Source: an optimization exercise on an open RTL-to-GDS flow (aim: small area). Production flows keep margins and buffers that such runs may drop. Where RTL was checked, it was by simulation tests only, not by an equivalence proof against the original. Only the layout flow was run in runs 4 and 5; the RTL was not checked for function there. Power figures rest on the tool's default switching activity, not on a simulated workload.

File: design/flow/config.mk
export PLATFORM = sky130hd
export DESIGN_NAME = match_recovery_top
export DESIGN_NICKNAME = match_recovery_top
export VERILOG_FILES = /design/flow/design.v
export SDC_FILE = /design/flow/constraint.sdc
export NUM_CORES = 4
export LEC_CHECK = 0
export ABC_AREA = 1
export CAP_MARGIN = 0
export CORE_MARGIN = 2
export CORE_UTILIZATION = 75
export CTS_CLUSTER_DIAMETER = 100
export CTS_CLUSTER_SIZE = 30
export SLEW_MARGIN = 0
File: design/flow/constraint.sdc
create_clock -name core_clock -period 5.0 [get_ports {i_clk}]
set_input_delay 1.0000 -clock core_clock [delete_from_list [all_inputs] [get_ports {i_clk}]]
set_output_delay 1.0000 -clock core_clock [all_outputs]
set_load 0.01 [all_outputs]
File: design/flow/design.v
package frer_pkg;
    localparam int NUM_PORTS  = 4;
    localparam int PORT_IDX_W = 2;
    localparam int SEQ_W    = 16;
    localparam int HANDLE_W = 4;
    localparam int NUM_STREAMS = 16;
    localparam logic [SEQ_W-1:0] INVALID_SEQ = '1;
    localparam logic [15:0] RESET_TICKS = 16'd50;
    typedef logic [NUM_PORTS-1:0] port_mask_t;   
    typedef struct packed {
        logic [SEQ_W-1:0]    seq_num;   
        logic [HANDLE_W-1:0] handle;    
    } tag_info_t;
    typedef enum logic [1:0] {
        VERDICT_NONE    = 2'd0,   
        VERDICT_PASS    = 2'd1,
        VERDICT_DISCARD = 2'd2
    } verdict_e;
    typedef enum logic [1:0] {
        ST_IDLE   = 2'd0,
        ST_LOOKUP = 2'd1,
        ST_DECIDE = 2'd2,
        ST_REPORT = 2'd3
    } ctrl_state_e;
endpackage
`timescale 1ns/1ps
module match_recovery_top (
    input  logic        i_clk,
    input  logic        i_rst,
    input  logic [3:0]  i_tag_valid,
    input  logic [79:0] i_tag,   
    output logic [3:0]  o_pass_en,
    output logic [3:0]  o_discard_en,
    output logic [3:0]  o_judge_finish
);
    logic [1:0]  r_state;     
    logic [1:0]  r_grant;     
    logic [3:0]  r_pending;
    logic [19:0] r_tag [4];   
    logic [5:0]  r_time;      
    logic        r_done;      
    logic        r_hit;       
    logic [1:0] next_idx;
    logic       next_found;
    logic [1:0] cand;
    always_comb begin
        next_found = 1'b0;
        next_idx   = r_grant;
        cand       = r_grant;
        for (int k = 1; k <= 4; k++) begin
            cand = r_grant + 2'(k);
            if (!next_found && r_pending[cand]) begin
                next_found = 1'b1;
                next_idx   = cand;
            end
        end
    end
    wire       idle   = (r_state == 2'd0);
    wire       report = (r_state == 2'd3);
    wire [3:0] finish = report ? (4'b0001 << r_grant) : 4'b0000;
    always_ff @(posedge i_clk) begin
        if (i_rst) begin
            r_state <= 2'd0;
            r_grant <= 2'd3;
        end else if (idle) begin
            if (next_found) begin
                r_grant <= next_idx;
                r_state <= 2'd1;
            end
        end else begin
            r_state <= r_state + 2'd1;
        end
    end
    always_ff @(posedge i_clk) begin
        if (i_rst) r_pending <= 4'b0000;
        else       r_pending <= (r_pending & ~finish) | i_tag_valid;
    end
    wire busy = r_state[0] ^ r_state[1];
    always_ff @(posedge i_clk) begin
        for (int p = 0; p < 4; p++) begin
            if (i_tag_valid[p] && !(busy && r_grant == 2'(p)))
                r_tag[p] <= i_tag[p*20 +: 20];
        end
    end
    wire [5:0] time_n     = r_time + 6'd1;
    wire [2:0] time_n_hi1 = time_n[5:3] + 3'd1;
    always_ff @(posedge i_clk) begin
        if (i_rst) r_time <= 6'd0;
        else       r_time <= time_n;
    end
    wire [19:0] cur  = r_tag[r_grant];
    wire [3:0]  h    = cur[3:0];
    wire [15:0] s    = cur[19:4];
    wire        sval = (s != 16'hffff);
    logic [15:0] s_seq [16];
    logic [5:0]  s_t   [16];
    logic [15:0] s_a;
    function automatic logic [3:0] tap_of(input logic [3:0] slot);
        case (slot)
            4'd0:    tap_of = 4'b1000;
            4'd3:    tap_of = 4'b1001;
            4'd6:    tap_of = 4'b1010;
            4'd9:    tap_of = 4'b1011;
            4'd12:   tap_of = 4'b1100;
            4'd15:   tap_of = 4'b1101;
            default: tap_of = 4'b0000;
        endcase
    endfunction
    logic       r_at;    
    logic [2:0] r_ti;
    wire  [3:0] h_next = !idle ? h
                       : i_tag_valid[next_idx] ? i_tag[next_idx*20 +: 4]
                       : r_tag[next_idx][3:0];
    wire        win_next = !i_rst && (idle ? next_found : !report);
    wire        done_next = !idle && (r_done || r_at);
    wire  [3:0] tap_next = tap_of(h_next + r_time[3:0] + 4'd1);
    always_ff @(posedge i_clk) begin
        r_at <= win_next && !done_next && tap_next[3];
        r_ti <= tap_next[2:0];
    end
    wire [2:0] ti     = r_ti;
    wire       at_tap = r_at;
    logic [15:0] e_seq;
    logic [5:0]  e_t;
    logic        e_a;
    always_comb begin
        case (ti)
            3'd0:    begin e_seq = s_seq[0];  e_t = s_t[0];  e_a = s_a[0];  end
            3'd1:    begin e_seq = s_seq[3];  e_t = s_t[3];  e_a = s_a[3];  end
            3'd2:    begin e_seq = s_seq[6];  e_t = s_t[6];  e_a = s_a[6];  end
            3'd3:    begin e_seq = s_seq[9];  e_t = s_t[9];  e_a = s_a[9];  end
            3'd4:    begin e_seq = s_seq[12]; e_t = s_t[12]; e_a = s_a[12]; end
            default: begin e_seq = s_seq[15]; e_t = s_t[15]; e_a = s_a[15]; end
        endcase
    end
    wire [5:0] g_i  = r_time - {4'd0, r_state};   
    wire [5:0] age  = g_i - e_t;                   
    wire       e_q  = (e_seq == 16'hffff);         
    wire       ta   = e_a | e_q | (age >= 6'd54);
    wire       eq   = (e_seq == s);
    wire       vpass = sval & (ta | ~eq);
    wire       qnew  = ~e_a & (age == 6'd52);
    wire [15:0] wseq = (vpass && qnew) ? 16'hffff : s;
    for (genvar i = 0; i < 16; i++) begin : g_slot
        localparam int J = (i + 15) % 16;   
        logic [15:0] nseq;
        logic [5:0]  nt;
        logic        na;
        if ((J % 3) == 0) begin : g_tap
            wire wr = at_tap && (ti == 3'(J / 3));
            assign nseq = (wr && sval)  ? wseq  : s_seq[J];
            assign nt   = (wr && vpass) ? g_i   : s_t[J];
            assign na   = i_rst | (s_a[J] & ~(wr && vpass));
        end else if (J == 2 || J == 10) begin : g_scrub
            wire [5:0] a = r_time - s_t[J];
            wire old = (a[5:3] == 3'b111);
            assign nseq = s_seq[J];
            assign nt   = s_t[J];
            assign na   = i_rst | s_a[J] | old;
        end else begin : g_plain
            assign nseq = s_seq[J];
            assign nt   = s_t[J];
            assign na   = i_rst | s_a[J];
        end
        always_ff @(posedge i_clk) begin
            s_seq[i] <= nseq;
            s_t[i]   <= nt;
            s_a[i]   <= na;
        end
    end
    always_ff @(posedge i_clk) begin
        r_done <= done_next;
    end
    wire hit = ~ta & eq;
    always_ff @(posedge i_clk) begin
        if (at_tap && !report) r_hit <= hit;
    end
    wire fhit  = (at_tap && report) ? hit : r_hit;
    wire fpass = sval & ~fhit;
    wire fdisc = sval & fhit;
    assign o_judge_finish = finish;
    assign o_pass_en      = finish & {4{fpass}};
    assign o_discard_en   = finish & {4{fdisc}};
endmodule
File: design/flow/flow/run.sh
#!/bin/bash
# The standard layout (standard.sh) with these changes:
#  - synthesis is synth_recipe.tcl unchanged, except that ABC maps the logic
#    with an area script (flow/synth_nf.tcl, flow/abc_nf.script)
#  - port buffers use the smallest buffer cell (BUFFER_PORTS_ARGS)
#  - clock tree synthesis runs without dummy loads (CTS_ARGS)
# Each tool's output goes to ORFS's per-step logs under orfs/logs; make's own
# output goes to flow_make.log here.
set -euo pipefail
export FLOW_WORK="$PWD"
export BUFFER_PORTS_ARGS="-buffer_cell sky130_fd_sc_hd__buf_1"
export CTS_ARGS="-sink_clustering_enable -repair_clock_nets -sink_clustering_size 30 -sink_clustering_max_diameter 100 -dont_use_dummy_load"
sed "s#SYNTH_SCRIPT=[^ ]*synth_recipe.tcl#SYNTH_SCRIPT=$PWD/flow/synth_nf.tcl#" standard.sh > standard_nf.sh
grep -q "SYNTH_SCRIPT=$PWD/flow/synth_nf.tcl" standard_nf.sh
bash standard_nf.sh > flow_make.log 2>&1
File: design/flow/flow/abc_nf.script
strash
&get -n
&fraig -x
&put
scorr
dc2
strash
&get -n
&dch -f
&nf -R 1000
&put
File: design/flow/flow/synth_nf.tcl
# The standard synthesis (synth_recipe.tcl, sourced unchanged below) with one
# change: the ABC run that maps the combinational logic uses abc_nf.script, an
# area-oriented script (&nf mapper), in place of ORFS's abc_area.script.
# Flip-flops are mapped before ABC runs, so the registers are the same.
proc abc {args} {
  set i [lsearch -exact $args -script]
  if {$i >= 0 && [string match *abc_area.script [lindex $args [expr {$i + 1}]]]} {
    lset args [expr {$i + 1}] $::env(FLOW_WORK)/flow/abc_nf.script
  }
  yosys abc {*}$args
}
source $::env(FLOW_WORK)/synth_recipe.tcl
File: design/flow/standard.sh
#!/bin/bash
# synth_recipe.tcl (not shown) runs the flow's synth.tcl, then flattens the netlist and writes it again
# the make line also repeats each setting of config.mk as NAME=value (left out here)
make -C /OpenROAD-flow-scripts/flow DESIGN_CONFIG=/design/flow/config.mk WORK_HOME=/design/flow/orfs CLKGATE_MAP_FILE= SYNTH_SCRIPT=/design/flow/synth_recipe.tcl "${@:-finish}"
==> qor.yml, run 1 <==
placement:
  gp_congestion: 0.9165
  dp_worst_setup_slack_ps: 34.33
  dp_cells: 1582
  portBuffers: 97
  dpl.hpwl_um: 23540
clocking:
  cts_sinks: 468
  cts_buffer_depth: 3
  cts_made_buffers: 19
  clock-root-buffer: "clkbuf_16"
  insertion_delay_ps: 550
  clkTransAtPathRegs_ps: 110
  cts_tree: "yes"
  cts_htree_levels: 1
sta:
  rsz0062_at_grt: "true"
  holdWs_ps: 310.1
  max_freq_mhz: 198.9
  fin_tns_setup_ps: -55.95
  tightestPinTransition_ps: 1244
  fin_ws_ps: -26.72
  finalSetupViolCount: 5
  min_period_ps: 5027
  hold_violations: 0
  relSlewSlack_pct: 17.07
  finalClockSkew_ps: 58.56
  fin_crit_sh_pct: 100.5
  slew_viol_final: 0
final_layout:
  area_growth_pct: 13.75
  nNetsFinal: 1479
  final_cells: 1622
  final_layout_size_suffix_gt1_share_pct: 11.60
  fillers: 898
  seqCellArea_um2: 10200
  multiInputGateArea_um2: 4529
  antennaDiodeCount: 0
detailed_routing:
  wl_per_cell_um: 23.37
  ant_nets: 0
  vias_per_cell: 6.535
  vias: 10600
  drt_iter0_drc: 1452
  drc: 0
  drtPass1Iterations: 7
  routed_wl_um: 37910
synth:
  synth.largest_area_cell: "dfxtp_1"
  ys_seq_area_share_pct: 70.02
  yosysWarnings: 4
  synth_area_um2: 14540
  ys_types: 47
  ys.flop_type: "dfxtp_1"
  synth_area_leaders: "dfxtp_1 53%, edfxtp_1 17%, a21oi_1 5.2%"
  synthesis.nets: 1297
  async_flop_share_pct: 0
  yosysTopAreaCellShare_pct: 53.29
  synthCells: 1182
  synth_commonest_cells: "387 x dfxtp_1, 157 x nor2_1, 150 x a21oi_1"
  synth-edff-count: 81
  postSynthRegisterBits: 468
  yosysMostFrequentCell: "dfxtp_1"
  postSynthAreaPerCell_um2: 12.30
status:
  violations: "setup timing"
  status: "finished with violations"
critical_path:
  crit_fanout: 5
  r2r_slack_ps: 200
  cp_top_family: "compound AO/OA/AOI/OAI gates"
  cpPeakStageDelay_ps: 430
  end_kind: "output pin"
  path_buf_inv: 3
  critPathSlowestCell: "dfxtp_4"
  critPathArrivalTime_ps: 4030
  cp.depth: 18
  r2r-end: "r_at$_DFF_P_"
  crit_required_ps: 4000
  crit_path_start_kind: "register"
  cpMostUsedCell: "nor2_2"
  crit_chain: "and3b_2 > buf_8 > a222oi_1 > a31oi_1 > ha_2 > fa_2 > clkinv_1 > a21o_1 > a21oi_1 > xor2_1 > nor2_2 > o21ai_2 > nand4_1 > nor2_2 > a21oi_2 > nand2_2 > nor2_1 > buf_2"
  r2r-start: "r_grant[0]$_SDFFE_PP1P_"
  critical_path_class: "reg -> out"
  worst_r2r_path_depth: 21
power_and_ir_drop:
  p_clk_share_pct: 14.7
  power.leakage_nw: 6.431
  p_seq_share_pct: 49.5
  swShare_pct: 36.08
  p_int_mw: 7.622
  p_per_area_nw_per_um2: 721.1
  p_total_mw: 11.92
  ir_drop_mv: 0.5138
  combPwrFrac_pct: 35.8
  switchingPower_mw: 4.303
job:
  cap_violations: 0
global_route:
  antenna_found_initial: 0
  grt-ovfl-total: 0
  grt_pass1_vias: 10490
  grt_max_degree: 33
  grtUsageTotal_pct: 35.82
  grt_pass1_wl_um: 56360
die:
  floorplan.core_area_um2: 18890
  die_area_um2: 20510
  top_level_ports: 98
  row_count: 50
  initial_core_util_pct: 76.95
  die_y_um: 143.2
  die_w_um: 143.2
min_path:
  worstHoldStart: "s_seq[1][7]$_DFF_P_"
  hold_path_class: "reg -> reg"
  whs_endpoint: "s_seq[2][7]$_DFF_P_"
  whs_path_depth: 0
==> power groups by stage <==
stage | Combinational, mW | Clock (mW) | Sequential, mW
detailed placement | 3.57 | 0 | 5.90
global route | 4.58 | 1.88 | 6.00
CTS | 3.79 | 1.74 | 5.85
global placement | 3.40 | 0 | 5.83
floorplan | 2.45 | 0 | 5.70
finish | 4.27 | 1.75 | 5.90
==> layout make-up <==
type,count,share of cell area [%]
clock buffer,19,2.875
timing repair buffer,161,5.463
multi-input combinational,687,27.39
tap,260,1.967
sequential,468,61.67
inverter,27,0.6356
==> worst max-delay path by stage <==
stage | end | slack (ps) | startpoint
detailed placement | r_at$_DFF_P_ | 30 | r_grant[0]$_SDFFE_PP1P_
finish | o_pass_en[3] | -30 | r_ti[2]$_DFF_P_
floorplan | o_discard_en[0] | 20 | r_ti[2]$_DFF_P_
global placement | r_at$_DFF_P_ | 260 | r_grant[0]$_SDFFE_PP1P_
global route | o_discard_en[2] | -160 | r_ti[0]$_DFF_P_
CTS | o_discard_en[0] | 5 | r_ti[0]$_DFF_P_
==> per-layer routing <==
| metal | up-vias | track usage, % | wire length (um) |
|---|---|---|---|
| met5 | - | 0 | 0 |
| met4 | 0 | 14.71 | 1517 |
| met3 | 129 | 4.930 | 3296 |
| met2 | 678 | 62.35 | 18940 |
| met1 | 5149 | 45.33 | 14160 |
| li1 | 4644 | - | - |
==> logic make-up after synthesis <==
| family | share of synthesized area, % |
|---|---|
| mux | 2.281 |
| simple gates | 8.607 |
| buf+inv | 0.6972 |
| fa+ha+maj | 2.651 |
| flops | 70.02 |
| compound gates | 14.11 |
| xor+xnor | 1.627 |
==> worst reg2reg max path: stages (launching register included) <==
cell and delay [ps]:
dfxtp_1 370, buf_4 200, mux2i_1 320, nor2_1 90, nor2_2 180, and3_1 220, nand2b_1 170, xnor2_2 150
clkinv_1 150, or2_0 270, o22a_1 200, o221ai_2 140, o211ai_1 180, a31oi_2 280, ha_1 300, a21oi_1 160
o21ai_0 120, xnor2_1 280, xnor2_2 170, o31ai_1 370, a31oi_1 80, a2111oi_1 310
==> through the flow <==
step	util, %	instance area, um^2
floorplan	-	14550
global placement	82.54	15600
detailed placement	82.54	15600
CTS	85.62	16180
global route	87.52	16540
finish	87.52	16540
==> state kept, by name (all words and copies together), names as in the netlist <==
register   flops
s_a           16
r_grant        2
r_at           1
r_time         6
r_done         1
r_state        2
r_hit          1
s_seq        256
s_t           96
r_ti           3
r_tag         80
r_pending      4
==> cell usage in the layout (no fill, tap or decap), types with 6 or more instances in the layout <==
| master | count |
|---|---|
| ha_1 | 20 |
| or2_0 | 12 |
| a22oi_1 | 23 |
| a222oi_1 | 44 |
| nand2_1 | 42 |
| and2_0 | 16 |
| clkbuf_16 | 19 |
| nor2b_1 | 6 |
| xnor2_1 | 8 |
| a21o_1 | 13 |
| buf_1 | 89 |
| nor2_1 | 148 |
| a21oi_2 | 11 |
| a31oi_1 | 13 |
| edfxtp_1 | 81 |
| and3_1 | 7 |
| nor2_2 | 9 |
| mux2_1 | 25 |
| dfxtp_1 | 381 |
| buf_4 | 55 |
| clkinv_1 | 21 |
| a21oi_1 | 139 |
| o21ai_0 | 31 |
| xor2_1 | 15 |
| buf_2 | 9 |
| o22ai_1 | 8 |
==> repair_timing <==
action | CTS | global route
buffers inserted | 3 | 17
gates cloned | 0 | 1
hold buffers | 0 | 0
hold endpoints to repair | 0 | 0
pin swaps | 7 | 30
setup endpoints to repair | 9 | 10
gates resized for setup | 26 | 78
==> run 2, diff against run 1 <==
--- a/design/flow/config.mk
+++ b/design/flow/config.mk
@@ -9,5 +9,5 @@
 export CAP_MARGIN = 0
 export CORE_MARGIN = 2
-export CORE_UTILIZATION = 75
+export CORE_UTILIZATION = 40
 export CTS_CLUSTER_DIAMETER = 100
 export CTS_CLUSTER_SIZE = 30
==> run 2 against run 1 <==
Net effect:
- the run now finishes clean
- power down 4.2%
- via count down 9.9%
- area after synthesis unchanged
- sequential power shrank 1%
- critical path depth unchanged
- critical path type unchanged
==> qor.yml, run 2 <==
clocking:
  ctsHoldBuffers: 0
  clock-root-buffer: "clkbuf_16"
  cts_tree: "yes"
  insertion_delay_ps: 540
  cts_sinks: 468
  cts_buffer_depth: 3
  cts_made_buffers: 19
  clkTransAtPathRegs_ps: 120
  cts_htree_levels: 1
critical_path:
  crit_required_ps: 4000
  critPathArrivalTime_ps: 3930
  r2r-start: "r_grant[0]$_SDFFE_PP1P_"
  crit_start: "r_ti[2]$_DFF_P_"
  end_kind: "output pin"
  critical_path_class: "reg -> out"
  crit_path_start_kind: "register"
  worst_r2r_path_depth: 21
  crit_fanout: 6
die:
  die_w_um: 194.6
  die_area_um2: 37880
  floorplan.core_area_um2: 35660
  top_level_ports: 98
  initial_core_util_pct: 40.77
  row_count: 69
  die_y_um: 194.6
synth:
  synth.largest_area_cell: "dfxtp_1"
  yosysMostFrequentCell: "dfxtp_1"
  postSynthRegisterBits: 468
  synthCells: 1182
  async_flop_share_pct: 0
  synth_area_um2: 14540
  ys_seq_area_share_pct: 70.02
  ys_types: 47
  synth_commonest_cells: "387 x dfxtp_1, 157 x nor2_1, 150 x a21oi_1"
  yosysWarnings: 4
  synth-edff-count: 81
  synthesis.nets: 1297
  synth_area_leaders: "dfxtp_1 53%, edfxtp_1 17%, a21oi_1 5.2%"
  postSynthAreaPerCell_um2: 12.30
  ys.flop_type: "dfxtp_1"
  yosysTopAreaCellShare_pct: 53.29
sta:
  fin_ws_ps: 72.93
  finalClockSkew_ps: 33.05
  fin_crit_sh_pct: 98.54
  min_period_ps: 4927
  relSlewSlack_pct: 59.04
  finalSetupViolCount: 0
  max_freq_mhz: 203.0
  slew_viol_final: 0
  hold_violations: 0
  tightestPinTransition_ps: 613.5
  rsz0062_at_grt: "true"
placement:
  portBuffers: 97
  dp_worst_setup_slack_ps: 115.0
  dpl.hpwl_um: 23040
  gp_congestion: 0.8961
global_route:
  grtUsageTotal_pct: 17.48
  grt_pass1_wl_um: 52450
  grt-ovfl-total: 0
  antenna_found_initial: 0
  grt_max_degree: 33
  grt_pass1_vias: 9414
detailed_routing:
  wl_per_cell_um: 18.45
  ant_nets: 0
  drt_iter0_drc: 788
  vias_per_cell: 5.241
  routed_wl_um: 33630
  drc: 0
  drtPass1Iterations: 6
  vias: 9554
final_layout:
  area_growth_pct: 14.71
  post-route-util_pct: 46.77
  fillers: 3276
  largest_register_ffs: 256
  final_common_cell: "dfxtp_1"
  largest_registers: "s_seq x256, s_t x96, r_tag x80"
  antennaDiodeCount: 0
  nNetsFinal: 1479
  final_cell_mix: "382 x dfxtp_1, 151 x nor2_1, 143 x a21oi_1, 90 x buf_1, 81 x edfxtp_1"
  final_layout_size_suffix_gt1_share_pct: 10.35
  regMostFlops: "s_seq"
job:
  cap_violations: 0
power_and_ir_drop:
  p_total_mw: 11.43
  p_per_area_nw_per_um2: 685.3
  ir_drop_mv: 0.3190
  power.leakage_nw: 6.405
min_path:
  hold_path_class: "reg -> reg"
  whs_path_depth: 0
  worstHoldStart: "s_seq[11][14]$_DFF_P_"
status:
  status: "finished clean"
run 2: changes by cell type in the layout (fill, tap and decap cells not counted), sizes merged:
cell / before / now
inv: 5 / 2
clkbuf: 19 / 23
buf: 161 / 157
clkinv: 22 / 25
run 2: worst max-delay path: stages (launching register included):
cell,delay (ps)
dfxtp_4,430
and3b_2,250
buf_6,130
a222oi_1,370
a31oi_1,150
ha_2,220
fa_2,350
clkinv_1,60
a21o_1,110
a21oi_1,80
xor2_1,160
nor2_2,150
o21ai_1,90
nand4_1,120
nor2_1,60
a21oi_2,250
nand2_2,150
nor2_2,130
buf_2,130
run 2: final cells by class:
| cell class | instances | area, um^2 | share of cell area (%) |
|---|---|---|---|
| Clock buffer | 19 | 475.5 | 2.851 |
| Inverter | 27 | 103.9 | 0.6228 |
| Multi-Input combinational cell | 687 | 4441 | 26.63 |
| Sequential cell | 468 | 10190 | 61.13 |
| Tap cell | 461 | 576.8 | 3.459 |
| Timing Repair Buffer | 161 | 885.9 | 5.312 |
run 2: repair_timing:
action / 4_1_cts / 5_1_grt
pin swaps: 3 / 15
endpoints found under the hold margin: 0 / 0
gates resized for setup: 16 / 50
setup endpoints to repair: 8 / 10
buffers inserted: 5 / 11
run 2: worst paths after layout:
path	endpoint	slack, ps
worst min-delay path	s_seq[12][14]$_DFF_P_	310
worst min register to register	s_seq[12][14]$_DFF_P_	310
worst max-delay path	o_pass_en[3]	70
worst max register to register	r_at$_DFF_P_	480
run 2: per-layer routing:
| layer | routed length (um) | track usage, % | vias to the layer above | share of wire, % |
|---|---|---|---|---|
| met1 | 15610 | 23.96 | 4584 | 46 |
| met5 | 0 | 0 | - | 0 |
| met3 | 1606 | 2.152 | 47 | 4.8 |
| met4 | 855 | 5.271 | 0 | 2.5 |
| met2 | 15560 | 29.03 | 294 | 46 |
| li1 | - | - | 4629 | - |
run 2: kinds of logic after synthesis:
kind of cell,count (synthesis),share of synthesized area [%]
DFF,468,70.02
xor gates and xnor gates,27,1.627
AOI/OAI and AO/OA,322,14.11
adders and majority gates,29,2.651
buffers and inverters,27,0.6972
muxes,30,2.281
and+or+nand+nor,279,8.607
run 2: power breakdown:
part	total (mW)	switching, mW	internal, mW
logic	3.85	2.29	1.55
registers	5.82	0.556	5.27
clock network	1.75	1.07	0.689
run 2: stage by stage:
step           TNS, ps  std cells  area [um^2]  hold slack (ps)
5_1_grt         -416.0       1823        16680            321.0
6_report             0       1823        16680            314.3
3_3_place_gp         0       1788        15900            309.8
4_1_cts              0       1812        16460            316.9
3_5_place_dp         0       1788        15900            312.1
2_1_floorplan        0       1182        14550            309.6
==> run 3, diff against run 2 <==
--- a/design/flow/config.mk
+++ b/design/flow/config.mk
@@ -9,5 +9,5 @@
 export CAP_MARGIN = 0
 export CORE_MARGIN = 2
-export CORE_UTILIZATION = 40
+export CORE_UTILIZATION = 60
 export CTS_CLUSTER_DIAMETER = 100
 export CTS_CLUSTER_SIZE = 30
==> run 3 against run 2 <==
Net effect:
- non-clock buffer count decreased by 5
- combinational power increased by 3%
- global-route usage increased by 7.7 points
- largest cell class unchanged
- highest routed layer unchanged
==> qor.yml, run 3 <==
power_and_ir_drop:
  p_int_mw: 7.582
  p_seq_share_pct: 50.4
  power.leakage_nw: 6.378
  switchingPower_mw: 3.941
  ir_drop_mv: 0.3949
  p_clk_share_pct: 15.0
  swShare_pct: 34.20
  p_total_mw: 11.52
  combPwrFrac_pct: 34.6
  p_per_area_nw_per_um2: 701.0
detailed_routing:
  routed-wl-met2_um: 15470
  routed_wl_um: 32340
  ant_nets: 0
  vias_per_cell: 5.692
  dr.max_layer_used: "met4"
  met1_length_um: 14530
  wl_per_cell_um: 19.30
  drt_iter0_drc: 940
  routed-wl-met3_um: 1498
  drc: 0
  vias: 9540
  drtPass1Iterations: 8
final_layout:
  largest_register_ffs: 256
  antennaDiodeCount: 0
  area_growth_pct: 13.07
  nNetsFinal: 1474
  post-route-util_pct: 69.62
  regMostFlops: "s_seq"
  largest_registers: "s_seq x256, s_t x96, r_tag x80"
  final_layout_size_suffix_gt1_share_pct: 9.359
  final_common_cell: "dfxtp_1"
  final_cell_mix: "382 x dfxtp_1, 154 x nor2_1, 148 x a21oi_1, 92 x buf_1, 81 x edfxtp_1"
  final_cells: 1676
clocking:
  cts_htree_levels: 1
  cts_sinks: 468
  cts_tree: "yes"
  clkTransAtPathRegs_ps: 110
  ctsHoldBuffers: 0
  clock-root-buffer: "clkbuf_16"
  cts_buffer_depth: 3
  cts_made_buffers: 19
  insertion_delay_ps: 540
critical_path:
  crit_start: "r_time[0]$_SDFF_PP0_"
  crit_fanout: 5
  r2r-start: "r_grant[0]$_SDFFE_PP1P_"
  critPathArrivalTime_ps: 3830
  crit_required_ps: 4000
  end_kind: "output pin"
  critical_path_class: "reg -> out"
  crit_path_start_kind: "register"
synth:
  postSynthAreaPerCell_um2: 12.30
  synth.largest_area_cell: "dfxtp_1"
  synth_commonest_cells: "387 x dfxtp_1, 157 x nor2_1, 150 x a21oi_1"
  postSynthRegisterBits: 468
  ys_types: 47
  synth_area_leaders: "dfxtp_1 53%, edfxtp_1 17%, a21oi_1 5.2%"
  ys.flop_type: "dfxtp_1"
  yosysMostFrequentCell: "dfxtp_1"
  synthesis.nets: 1297
  ys_seq_area_share_pct: 70.02
  async_flop_share_pct: 0
  synthCells: 1182
  synth-edff-count: 81
  synth_area_um2: 14540
  yosysTopAreaCellShare_pct: 53.29
  yosysWarnings: 4
die:
  die_w_um: 159.7
  die_area_um2: 25490
  top_level_ports: 98
  die_y_um: 159.7
  floorplan.core_area_um2: 23610
  row_count: 56
  initial_core_util_pct: 61.57
placement:
  portBuffers: 97
  gp_congestion: 0.8674
  dpl.hpwl_um: 22290
  dp_cells: 1651
global_route:
  antenna_found_initial: 0
  grt_pass1_vias: 9387
  grt_pass1_wl_um: 50980
  grt_max_degree: 33
  grtUsageTotal_pct: 25.20
  grt-ovfl-total: 0
min_path:
  hold_path_class: "reg -> reg"
  worstHoldStart: "s_seq[13][0]$_DFF_P_"
sta:
  fin_tns_setup_ps: 0
  finalClockSkew_ps: 48.42
  hold_violations: 0
  finalSetupViolCount: 0
  max_freq_mhz: 207.1
  relSlewSlack_pct: 56.66
  holdWs_ps: 308.1
  min_period_ps: 4829
  fin_crit_sh_pct: 96.58
  tightestPinTransition_ps: 643.3
  slew_viol_final: 0
status:
  status: "finished clean"
job:
  cap_violations: 0
[run 3: kinds of logic (layout without fill, tap and decap cells)]
family                   after synthesis  count (layout)  synth area share (%)
buffers and inverters                 27             202                0.6972
XOR/XNOR                              27              27                 1.627
flip-flops                           468             468                 70.02
multiplexers                          30              30                 2.281
AO/OA/AOI/OAI                        322             322                 14.11
adder cells (fa/ha/maj)               29              29                 2.651
AND/OR/NAND/NOR                      279             279                 8.607
[run 3: final cells by class]
cell class | instances | area, um^2
flip-flops and latches | 468 | 10190
fillers | 1803 | 7174
multi-input cells | 687 | 4438
repair buffers | 156 | 828.3
clock buffers | 19 | 475.5
well taps | 319 | 399.1
inverters | 27 | 103.9
[run 3: metrics by stage]
stage	setup slack, ps	instance area [um^2]
global route	-17.79	16440
finish	171.0	16440
global placement	271.5	15750
floorplan	22.43	14550
detailed placement	44.10	15750
CTS	15.24	16260
[run 3: power groups by stage]
stage	Sequential (mW)	Clock (mW)	Combinational, mW
2_1_floorplan	5.70	0	2.45
3_3_place_gp	5.84	0	3.56
3_5_place_dp	5.87	0	3.64
4_1_cts	5.81	1.76	3.69
5_1_grt	5.95	1.89	4.39
6_report	5.81	1.73	3.98
[run 3: metal layers]
metal / global-route usage (%) / up-vias
met5: 0 / -
met4: 6.529 / 0
met3: 2.727 / 45
met2: 42.90 / 311
met1: 34.72 / 4551
li1: - / 4633
[run 3: worst max-delay path, cell delays in order, from the launching register on]
cell and delay [ps]:
dfxtp_4 370, clkinv_2 100, ha_1 200, inv_2 100, fa_2 470, ha_1 320, nor2b_1 130, o21ai_1 110
nand2b_1 90, a21o_1 190, a21oi_2 140, xnor2_1 90, nor2_2 180, o21ai_2 80, nand4_1 130, nor2_1 60
a21oi_2 210, nand2_2 120, nor2_1 100, buf_1 160
[run 3: final timing paths]
kind              slack (ps)                   end  cells past startpoint
setup / recovery         170          o_pass_en[2]                     19
hold reg to reg          310  s_seq[14][0]$_DFF_P_                      0
setup reg to reg         360          r_at$_DFF_P_                     20
hold / removal           310  s_seq[14][0]$_DFF_P_                      0
[run 3: repair_timing]
item                       4_1_cts  5_1_grt
setup endpoints to repair        8       11
pin swaps                        0       10
gates resized for setup         12       44
buffers inserted                 2        4
==> run 4, diff against run 3 <==
--- a/design/flow/design.v
+++ b/design/flow/design.v
@@ -93,7 +93,8 @@
     wire [15:0] s    = cur[19:4];
     wire        sval = (s != 16'hffff);
-    logic [15:0] s_seq [16];
-    logic [5:0]  s_t   [16];
+    logic [15:0] s_seq [16];   
+    logic [5:0]  s_t   [16];   
     logic [15:0] s_a;
+    logic [15:0] s_q;
     function automatic logic [3:0] tap_of(input logic [3:0] slot);
         case (slot)
@@ -109,4 +110,6 @@
     logic       r_at;    
     logic [2:0] r_ti;
+    logic       r_ta;    
+    logic       r_qn;    
     wire  [3:0] h_next = !idle ? h
                        : i_tag_valid[next_idx] ? i_tag[next_idx*20 +: 4]
@@ -115,56 +118,75 @@
     wire        done_next = !idle && (r_done || r_at);
     wire  [3:0] tap_next = tap_of(h_next + r_time[3:0] + 4'd1);
-    always_ff @(posedge i_clk) begin
-        r_at <= win_next && !done_next && tap_next[3];
+    wire        at_next  = win_next && !done_next && tap_next[3];
+    wire [2:0]  ti     = r_ti;
+    wire        at_tap = r_at;
+    logic [5:0] e_t;
+    logic       e_a;
+    logic       e_q;
+    always_comb begin
+        case (tap_next[2:0])
+            3'd0:    begin e_t = s_t[0];  e_a = s_a[0];  e_q = s_q[0];  end
+            3'd1:    begin e_t = s_t[3];  e_a = s_a[3];  e_q = s_q[3];  end
+            3'd2:    begin e_t = s_t[6];  e_a = s_a[6];  e_q = s_q[6];  end
+            3'd3:    begin e_t = s_t[9];  e_a = s_a[9];  e_q = s_q[9];  end
+            3'd4:    begin e_t = s_t[12]; e_a = s_a[12]; e_q = s_q[12]; end
+            default: begin e_t = s_t[15]; e_a = s_a[15]; e_q = s_q[15]; end
+        endcase
+    end
+    wire [5:0] g_i  = r_time - {4'd0, r_state};
+    wire [5:0] age  = g_i - e_t;                   
+    always_ff @(posedge i_clk) begin
+        r_at <= at_next;
         r_ti <= tap_next[2:0];
-    end
-    wire [2:0] ti     = r_ti;
-    wire       at_tap = r_at;
+        r_ta <= e_a | e_q | (age >= 6'd54);
+        r_qn <= ~e_a & (age == 6'd52);
+    end
     logic [15:0] e_seq;
-    logic [5:0]  e_t;
-    logic        e_a;
     always_comb begin
         case (ti)
-            3'd0:    begin e_seq = s_seq[0];  e_t = s_t[0];  e_a = s_a[0];  end
-            3'd1:    begin e_seq = s_seq[3];  e_t = s_t[3];  e_a = s_a[3];  end
-            3'd2:    begin e_seq = s_seq[6];  e_t = s_t[6];  e_a = s_a[6];  end
-            3'd3:    begin e_seq = s_seq[9];  e_t = s_t[9];  e_a = s_a[9];  end
-            3'd4:    begin e_seq = s_seq[12]; e_t = s_t[12]; e_a = s_a[12]; end
-            default: begin e_seq = s_seq[15]; e_t = s_t[15]; e_a = s_a[15]; end
+            3'd0:    e_seq = s_seq[0];
+            3'd1:    e_seq = s_seq[3];
+            3'd2:    e_seq = s_seq[6];
+            3'd3:    e_seq = s_seq[9];
+            3'd4:    e_seq = s_seq[12];
+            default: e_seq = s_seq[15];
         endcase
     end
-    wire [5:0] g_i  = r_time - {4'd0, r_state};   
-    wire [5:0] age  = g_i - e_t;                   
-    wire       e_q  = (e_seq == 16'hffff);         
-    wire       ta   = e_a | e_q | (age >= 6'd54);
-    wire       eq   = (e_seq == s);
+    wire       ta    = r_ta;
+    wire       eq    = (e_seq == s);
     wire       vpass = sval & (ta | ~eq);
-    wire       qnew  = ~e_a & (age == 6'd52);
-    wire [15:0] wseq = (vpass && qnew) ? 16'hffff : s;
-    for (genvar i = 0; i < 16; i++) begin : g_slot
+    for (genvar i = 0; i < 16; i++) begin : g_seq
         localparam int J = (i + 15) % 16;   
-        logic [15:0] nseq;
-        logic [5:0]  nt;
-        logic        na;
         if ((J % 3) == 0) begin : g_tap
             wire wr = at_tap && (ti == 3'(J / 3));
-            assign nseq = (wr && sval)  ? wseq  : s_seq[J];
-            assign nt   = (wr && vpass) ? g_i   : s_t[J];
-            assign na   = i_rst | (s_a[J] & ~(wr && vpass));
-        end else if (J == 2 || J == 10) begin : g_scrub
+            always_ff @(posedge i_clk) s_seq[i] <= (wr && sval) ? s : s_seq[J];
+        end else begin : g_plain
+            always_ff @(posedge i_clk) s_seq[i] <= s_seq[J];
+        end
+    end
+    for (genvar i = 0; i < 16; i++) begin : g_tim
+        localparam int J = (i + 15) % 16;   
+        logic [5:0] nt;
+        logic       na;
+        logic       nq;
+        if ((J + 15) % 16 % 3 == 0) begin : g_wr   
+            wire wr = at_tap && vpass && (ti == 3'((J + 15) % 16 / 3));
+            assign nt = wr ? g_i  : s_t[J];
+            assign nq = wr ? r_qn : s_q[J];
+            assign na = i_rst | (s_a[J] & ~wr);
+        end else if (J == 3 || J == 11) begin : g_scrub
             wire [5:0] a = r_time - s_t[J];
-            wire old = (a[5:3] == 3'b111);
-            assign nseq = s_seq[J];
-            assign nt   = s_t[J];
-            assign na   = i_rst | s_a[J] | old;
+            assign nt = s_t[J];
+            assign nq = s_q[J];
+            assign na = i_rst | s_a[J] | (a[5:3] == 3'b111);
         end else begin : g_plain
-            assign nseq = s_seq[J];
-            assign nt   = s_t[J];
-            assign na   = i_rst | s_a[J];
+            assign nt = s_t[J];
+            assign nq = s_q[J];
+            assign na = i_rst | s_a[J];
         end
         always_ff @(posedge i_clk) begin
-            s_seq[i] <= nseq;
-            s_t[i]   <= nt;
-            s_a[i]   <= na;
+            s_t[i] <= nt;
+            s_a[i] <= na;
+            s_q[i] <= nq;
         end
     end
--- a/design/flow/config.mk
+++ b/design/flow/config.mk
@@ -9,5 +9,5 @@
 export CAP_MARGIN = 0
 export CORE_MARGIN = 2
-export CORE_UTILIZATION = 60
+export CORE_UTILIZATION = 40
 export CTS_CLUSTER_DIAMETER = 100
 export CTS_CLUSTER_SIZE = 30
==> run 4 against run 3 <==
Net effect:
- now fails the layout checks on setup timing
- flip-flop and latch count is 18 higher
- highest routed layer unchanged
- clock skew fell by 6.7 ps
- fmax decreased by 21%
==> qor.yml, run 4 <==
status:
  status: "finished with violations"
  violations: "setup timing"
global_route:
  grt_max_degree: 34
  grt-ovfl-total: 0
  grt_pass1_wl_um: 54190
  antenna_found_initial: 1
  grtUsageTotal_pct: 17.90
  grt_pass1_vias: 9691
synth:
  synth_area_um2: 14800
  synth.largest_area_cell: "dfxtp_1"
  ys_seq_area_share_pct: 71.23
  synthesis.nets: 1292
  synth_area_leaders: "dfxtp_1 55%, edfxtp_1 16%, a222oi_1 4.1%"
  synth_commonest_cells: "405 x dfxtp_1, 151 x nand2_1, 115 x o21ai_0"
  postSynthRegisterBits: 486
  synth-edff-count: 81
  postSynthAreaPerCell_um2: 12.57
  yosysTopAreaCellShare_pct: 54.79
  async_flop_share_pct: 0
  ys_types: 47
  yosysWarnings: 4
  yosysMostFrequentCell: "dfxtp_1"
  synthCells: 1177
  ys.flop_type: "dfxtp_1"
detailed_routing:
  routed-wl-met2_um: 16380
  vias_per_cell: 5.151
  drc: 0
  routed-wl-met3_um: 1668
  met1_length_um: 15940
  ant_nets: 0
  wl_per_cell_um: 18.21
  routed_wl_um: 34590
  drtPass1Iterations: 8
  drt_iter0_drc: 845
  vias: 9781
  dr.max_layer_used: "met4"
clocking:
  cts_htree_levels: 1
  cts_buffer_depth: 3
  clock-root-buffer: "clkbuf_16"
  cts_sinks: 486
  cts_tree: "yes"
  insertion_delay_ps: 530
  clkTransAtPathRegs_ps: 100
  ctsHoldBuffers: 0
  cts_made_buffers: 20
final_layout:
  seqCellArea_um2: 10550
  final_common_cell: "dfxtp_1"
  area_growth_pct: 21.01
  largest_register_ffs: 256
  regMostFlops: "s_seq"
  final_cells: 1899
  nNetsFinal: 1547
  multiInputGateArea_um2: 4651
  largest_registers: "s_seq x256, s_t x96, r_tag x80"
  fillers: 3210
  final_cell_mix: "403 x dfxtp_1, 143 x nand2_1, 120 x buf_4, 111 x o21ai_0, 91 x buf_1"
  final_layout_size_suffix_gt1_share_pct: 17.27
critical_path:
  path_buf_inv: 6
  crit_fanout: 7
  critical_path_class: "reg -> reg"
  cpPeakStageDelay_ps: 570
  crit_required_ps: 5450
  r2r_slack_ps: -1150
  critPathSlowestCell: "fa_2"
  cp_top_family: "simple AND/OR/NAND/NOR gates"
  critPathArrivalTime_ps: 6590
  crit_path_start_kind: "register"
  end_kind: "register"
sta:
  finalSetupViolCount: 10
  tightestPinTransition_ps: 1080
  finalClockSkew_ps: 41.74
  max_freq_mhz: 162.6
  fin_ws_ps: -1149
  slew_viol_final: 0
  fin_crit_sh_pct: 123.0
  rsz0062_at_grt: "true"
  min_period_ps: 6149
  hold_violations: 0
  relSlewSlack_pct: 27.72
placement:
  dp_worst_setup_slack_ps: -1249
  dp_cells: 1857
  portBuffers: 97
  gp_congestion: 0.8382
  dpl.hpwl_um: 23610
power_and_ir_drop:
  ir_drop_mv: 0.5274
  power.leakage_nw: 6.967
  p_per_area_nw_per_um2: 775.0
die:
  die_y_um: 196.3
  row_count: 70
  initial_core_util_pct: 40.51
  floorplan.core_area_um2: 36520
  top_level_ports: 98
  die_w_um: 196.3
  die_area_um2: 38550
job:
  cap_violations: 0
min_path:
  hold_path_class: "reg -> reg"
run 4: cell count changes after synthesis, sizes merged, moves of 18 or more:
cell | previous run | this run
a21oi | 150 | 58
a22oi | 24 | 6
dfxtp | 387 | 405
nand2 | 44 | 151
nor2 | 157 | 65
o21ai | 36 | 115
run 4: where the power goes:
part           switching (mW)  internal [mW]
sequential              0.458           5.12
combinational            3.23           3.26
clock                    1.10          0.724
run 4: routing by layer:
metal  vias up  global-route usage (%)
met5         -                       0
met3        33                   2.396
met2       262                   30.13
met1      4727                   24.92
li1       4759                       -
met4         0                   3.367
run 4: layout make-up:
class / instances / area share, %
Multi-Input combinational cell: 666 / 25.97
Timing Repair Buffer: 233 / 8.399
Inverter: 25 / 0.6568
Tap cell: 468 / 3.270
Sequential cell: 486 / 58.89
Clock buffer: 20 / 2.795
Antenna cell: 1 / 0.01398
run 4: worst paths after layout:
kind                           startpoint             endpoint  depth (start not counted)
setup reg to reg  r_grant[0]$_SDFFE_PP1P_         r_qn$_DFF_P_                         33
setup / recovery  r_grant[0]$_SDFFE_PP1P_         r_qn$_DFF_P_                         33
hold / removal        s_seq[5][6]$_DFF_P_  s_seq[6][6]$_DFF_P_                          0
hold reg to reg       s_seq[5][6]$_DFF_P_  s_seq[6][6]$_DFF_P_                          0
run 4: cell families (layout without fill, tap and decap cells):
| logic type | after synthesis | in the layout | synth area share, % |
|---|---|---|---|
| DFF | 486 | 486 | 71.23 |
| AOI/OAI and AO/OA | 288 | 288 | 12.70 |
| and+or+nand+nor | 283 | 283 | 8.355 |
| muxes | 36 | 36 | 2.697 |
| xor gates and xnor gates | 30 | 30 | 1.776 |
| adders and majority gates | 29 | 29 | 2.604 |
| buffers and inverters | 25 | 278 | 0.6342 |
| other | 0 | 1 | 0 |
run 4: worst reg2reg max path: cells and delay by family, from the launching register on:
family,cells,cell delay (ps)
buf+inv,6,650
mux,1,210
xor+xnor,3,550
compound gates,8,1130
flops,1,430
fa+ha+maj,4,1400
simple gates,11,1710
run 4: stage by stage:
stage / setup TNS (ps) / area (um^2) / hold slack [ps] / total power [mW] / utilization [%]
floorplan: -2109 / 14990 / 309.6 / 8.671 / -
global placement: -4172 / 16850 / 309.7 / 11.17 / 46.15
detailed placement: -4663 / 16850 / 312.1 / 11.31 / 46.15
CTS: -2121 / 17760 / 328.1 / 13.70 / 48.64
global route: -5090 / 17900 / 328.7 / 14.79 / 49.02
finish: -2863 / 17910 / 325.6 / 13.88 / 49.03
run 4: timing repair:
action	in CTS	in global routing
setup buffers	15	8
endpoints found under the setup margin	10	10
resized for setup	66	24
gates cloned	1	0
pin swaps	37	29
==> run 5, diff against run 4 <==
--- a/design/flow/design.v
+++ b/design/flow/design.v
@@ -41,38 +41,44 @@
     logic        r_done;      
     logic        r_hit;       
-    logic [1:0] next_idx;
-    logic       next_found;
-    logic [1:0] cand;
-    always_comb begin
-        next_found = 1'b0;
-        next_idx   = r_grant;
-        cand       = r_grant;
-        for (int k = 1; k <= 4; k++) begin
-            cand = r_grant + 2'(k);
-            if (!next_found && r_pending[cand]) begin
-                next_found = 1'b1;
-                next_idx   = cand;
-            end
-        end
-    end
     wire       idle   = (r_state == 2'd0);
     wire       report = (r_state == 2'd3);
     wire [3:0] finish = report ? (4'b0001 << r_grant) : 4'b0000;
-    always_ff @(posedge i_clk) begin
+    logic       r_found;
+    logic [1:0] r_nidx;
+    wire  [1:0] next_idx   = r_nidx;
+    wire        next_found = r_found;
+    logic [1:0] state_n;
+    logic [1:0] grant_n;
+    logic [3:0] pend_n;
+    logic       found_n;
+    logic [1:0] idx_n;
+    logic [1:0] cand;
+    always_comb begin
         if (i_rst) begin
-            r_state <= 2'd0;
-            r_grant <= 2'd3;
-        end else if (idle) begin
-            if (next_found) begin
-                r_grant <= next_idx;
-                r_state <= 2'd1;
+            state_n = 2'd0;
+            grant_n = 2'd3;   
+            pend_n  = 4'b0000;
+        end else begin
+            state_n = idle ? {1'b0, next_found} : r_state + 2'd1;
+            grant_n = (idle && next_found) ? next_idx : r_grant;
+            pend_n  = (r_pending & ~finish) | i_tag_valid;
+        end
+        found_n = 1'b0;
+        idx_n   = grant_n;
+        cand    = grant_n;
+        for (int k = 1; k <= 4; k++) begin
+            cand = grant_n + 2'(k);
+            if (!found_n && pend_n[cand]) begin
+                found_n = 1'b1;
+                idx_n   = cand;
             end
-        end else begin
-            r_state <= r_state + 2'd1;
-        end
-    end
-    always_ff @(posedge i_clk) begin
-        if (i_rst) r_pending <= 4'b0000;
-        else       r_pending <= (r_pending & ~finish) | i_tag_valid;
+        end
+    end
+    always_ff @(posedge i_clk) begin
+        r_state   <= state_n;
+        r_grant   <= grant_n;
+        r_pending <= pend_n;
+        r_found   <= found_n;
+        r_nidx    <= idx_n;
     end
     wire busy = r_state[0] ^ r_state[1];
==> run 5 against run 4 <==
Net effect:
- sequential share of layout area rose by 1.7 points
- largest cell class unchanged
- power shrank 5.2%
- critical endpoint is now r_ta$_DFF_P_
- flip-flop and latch count increased by 3
- clock skew up 40 ps
- largest power group is now registers
- via count about the same
- fmax increased by 22%
- non-clock buffer count down 16
- routed wire length rose by 2.7%
- cell count down 0.63%
- combinational power is about 20% lower
- the layout still fails its checks (setup timing)
- highest routed layer unchanged
- first-iteration DRC count increased by 22%
==> qor.yml, run 5 <==
clocking:
  clock-root-buffer: "clkbuf_16"
  clkTransAtPathRegs_ps: 110
  insertion_delay_ps: 560
  cts_made_buffers: 20
  cts_buffer_depth: 3
  ctsHoldBuffers: 0
  cts_tree: "yes"
  cts_sinks: 489
  cts_htree_levels: 1
critical_path:
  crit_required_ps: 5460
  crit_fanout: 4
  critPathArrivalTime_ps: 5480
  critical_path_class: "reg -> reg"
  r2r_slack_ps: -20
  crit_path_start_kind: "register"
  end_kind: "register"
sta:
  finalSetupViolCount: 1
  fin_crit_sh_pct: 100.4
  rsz0062_at_grt: "true"
  fin_tns_setup_ps: -20.99
  tightestPinTransition_ps: 1236
  max_freq_mhz: 199.2
  slew_viol_final: 0
  relSlewSlack_pct: 17.07
  fin_ws_ps: -20.99
  min_period_ps: 5021
  finalClockSkew_ps: 81.56
  hold_violations: 0
detailed_routing:
  routed_wl_um: 35520
  drt_iter0_drc: 1034
  wl_per_cell_um: 18.82
  vias: 9790
  ant_nets: 0
  drtPass1Iterations: 8
  vias_per_cell: 5.188
  drc: 0
final_layout:
  largest_register_ffs: 256
  post-route-util_pct: 47.88
  area_growth_pct: 18.04
  final_cell_mix: "403 x dfxtp_1, 137 x nor2_1, 124 x a21oi_1, 112 x buf_4, 90 x buf_1"
  final_layout_size_suffix_gt1_share_pct: 14.09
  regMostFlops: "s_seq"
  antennaDiodeCount: 0
  largest_registers: "s_seq x256, s_t x96, r_tag x80"
  final_common_cell: "dfxtp_1"
  nNetsFinal: 1532
power_and_ir_drop:
  power.leakage_nw: 6.871
  p_seq_share_pct: 46.3
  p_clk_share_pct: 14.1
  switchingPower_mw: 4.496
  p_per_area_nw_per_um2: 750.5
  p_int_mw: 8.661
  combPwrFrac_pct: 39.6
  swShare_pct: 34.17
  ir_drop_mv: 0.3577
  p_total_mw: 13.16
synth:
  yosysMostFrequentCell: "dfxtp_1"
  ys.flop_type: "dfxtp_1"
  async_flop_share_pct: 0
  postSynthAreaPerCell_um2: 12.56
  ys_types: 46
  ys_seq_area_share_pct: 71.38
  yosysTopAreaCellShare_pct: 55.00
  synthesis.nets: 1293
  yosysWarnings: 4
  synth_area_leaders: "dfxtp_1 55%, edfxtp_1 16%, a21oi_1 4.3%"
  synthCells: 1182
  postSynthRegisterBits: 489
  synth_area_um2: 14850
  synth.largest_area_cell: "dfxtp_1"
  synth_commonest_cells: "408 x dfxtp_1, 142 x nor2_1, 129 x a21oi_1"
  synth-edff-count: 81
job:
  cap_violations: 0
placement:
  dp_worst_setup_slack_ps: -751.8
  portBuffers: 97
  gp_congestion: 0.8364
  dpl.hpwl_um: 24240
die:
  die_y_um: 196.7
  die_w_um: 196.7
  row_count: 70
  die_area_um2: 38680
  top_level_ports: 98
  initial_core_util_pct: 40.56
  floorplan.core_area_um2: 36610
status:
  status: "finished with violations"
  violations: "setup timing"
global_route:
  grt-ovfl-total: 0
  grtUsageTotal_pct: 17.99
  antenna_found_initial: 0
  grt_pass1_wl_um: 54180
  grt_max_degree: 34
  grt_pass1_vias: 9618
min_path:
  hold_path_class: "reg -> reg"
==> run 5: worst paths after layout <==
path                  startpoint                   to  cells after the start
max            r_nidx[0]$_DFF_P_         r_ta$_DFF_P_                     27
min          s_seq[4][3]$_DFF_P_  s_seq[5][3]$_DFF_P_                      0
max reg2reg    r_nidx[0]$_DFF_P_         r_ta$_DFF_P_                     27
min reg2reg  s_seq[4][3]$_DFF_P_  s_seq[5][3]$_DFF_P_                      0
==> run 5: cell families after synthesis <==
logic type / synth area share [%]
adders and majority gates: 2.258
and+or+nand+nor: 8.695
buffers and inverters: 0.6571
muxes: 2.418
AOI/OAI and AO/OA: 12.59
DFF: 71.38
xor gates and xnor gates: 2.005
==> run 5: metal layers <==
metal | vias to the layer above | global-route usage [%] | part of all wire [%]
li1 | 4722 | - | -
met2 | 295 | 28.09 | 44
met1 | 4712 | 26.09 | 47
met4 | 0 | 5.987 | 3.2
met3 | 61 | 2.139 | 5.3
met5 | - | 0 | 0
==> run 5: power by group through the flow <==
stage                     logic, mW  registers (mW)  clock network [mW]
after floorplan                2.86            5.93                   0
after global placement         4.65            6.13                   0
after detailed placement       4.74            6.16                   0
after CTS                      5.05            6.09                1.90
after global routing           5.70            6.23                2.02
final                          5.21            6.09                1.85
==> run 5: worst max-delay path: stages (launching register included) <==
cell      delay [ps]
dfxtp_4          380
buf_6            120
and2_4           160
a222oi_1         350
o211ai_1         150
o211ai_1         140
o31ai_2          150
ha_1             310
nand2_1           60
o21ai_2          170
xnor2_2          100
xnor2_2          190
nor3b_4          170
or2_1            240
or2_4            250
nor3_4           270
a222oi_1         150
nand3_1          100
ha_2             170
clkinv_2          50
a21o_1           150
a21o_1           180
a21o_1           180
a21oi_2          150
xor2_1           170
xnor2_1          140
nand2_1          110
o21ai_1          130
==> run 5: metrics by stage <==
step / area (um^2) / instances / hold slack [ps]
4_1_cts: 17440 / 1883 / 325.1
3_3_place_gp: 16700 / 1852 / 309.9
3_5_place_dp: 16700 / 1852 / 312.1
6_report: 17530 / 1887 / 322.7
5_1_grt: 17530 / 1887 / 335.4
2_1_floorplan: 14920 / 1182 / 309.6
==> run 5: timing repair <==
| item | CTS | global route |
|---|---|---|
| endpoints found under the setup margin | 10 | 10 |
| setup buffers | 13 | 4 |
| gates resized for setup | 51 | 13 |
| pin swaps | 33 | 9 |
==> run 5: cell type report <==
class / instances / area, um^2
Fill cell: 3357 / 19080
Sequential cell: 489 / 10610
Multi-Input combinational cell: 667 / 4409
Timing Repair Buffer: 217 / 1316
Tap cell: 468 / 585.6
Clock buffer: 20 / 500.5
Inverter: 26 / 103.9

## static timing again, ports no longer ideal
In the flow no input, the clock included, has a driving cell. The finished layouts below were timed again as built, in two steps.
Step 1 (the two cells are an assumption about what drives the block):
set clk [get_ports {i_clk}]
set_driving_cell -lib_cell sky130_fd_sc_hd__clkbuf_16 $clk
set_driving_cell -lib_cell sky130_fd_sc_hd__buf_2 [delete_from_list [all_inputs] $clk]
Step 2 adds t to the input delays and takes it off the output delays; t is the mean of the earliest and latest rising clock arrival at the registers after step 1. Input paths then give back, and output paths get back, about the clock's delay inside the block.
a / b / c = ideal ports / drivers / drivers and shift; a / b = the first two.
run | t, ns | setup WS [ns] | worst register clock-pin slew, ns
run 1 | 0.561 | -0.027 / -0.071 / 0.198 | 0.11 / 0.11
run 2 | 0.579 | 0.073 / 0.023 / 0.477 | 0.12 / 0.12
run 3 | 0.561 | 0.171 / 0.123 / 0.362 | 0.11 / 0.11
run 4 | 0.564 | -1.149 / -1.149 / -1.149 | 0.11 / 0.11
run 5 | 0.566 | -0.021 / -0.021 / -0.551 | 0.11 / 0.11
For run 5, which loses most, drivers alone change the setup slack by 0.000 ns; drivers and shift together by -0.530 ns.
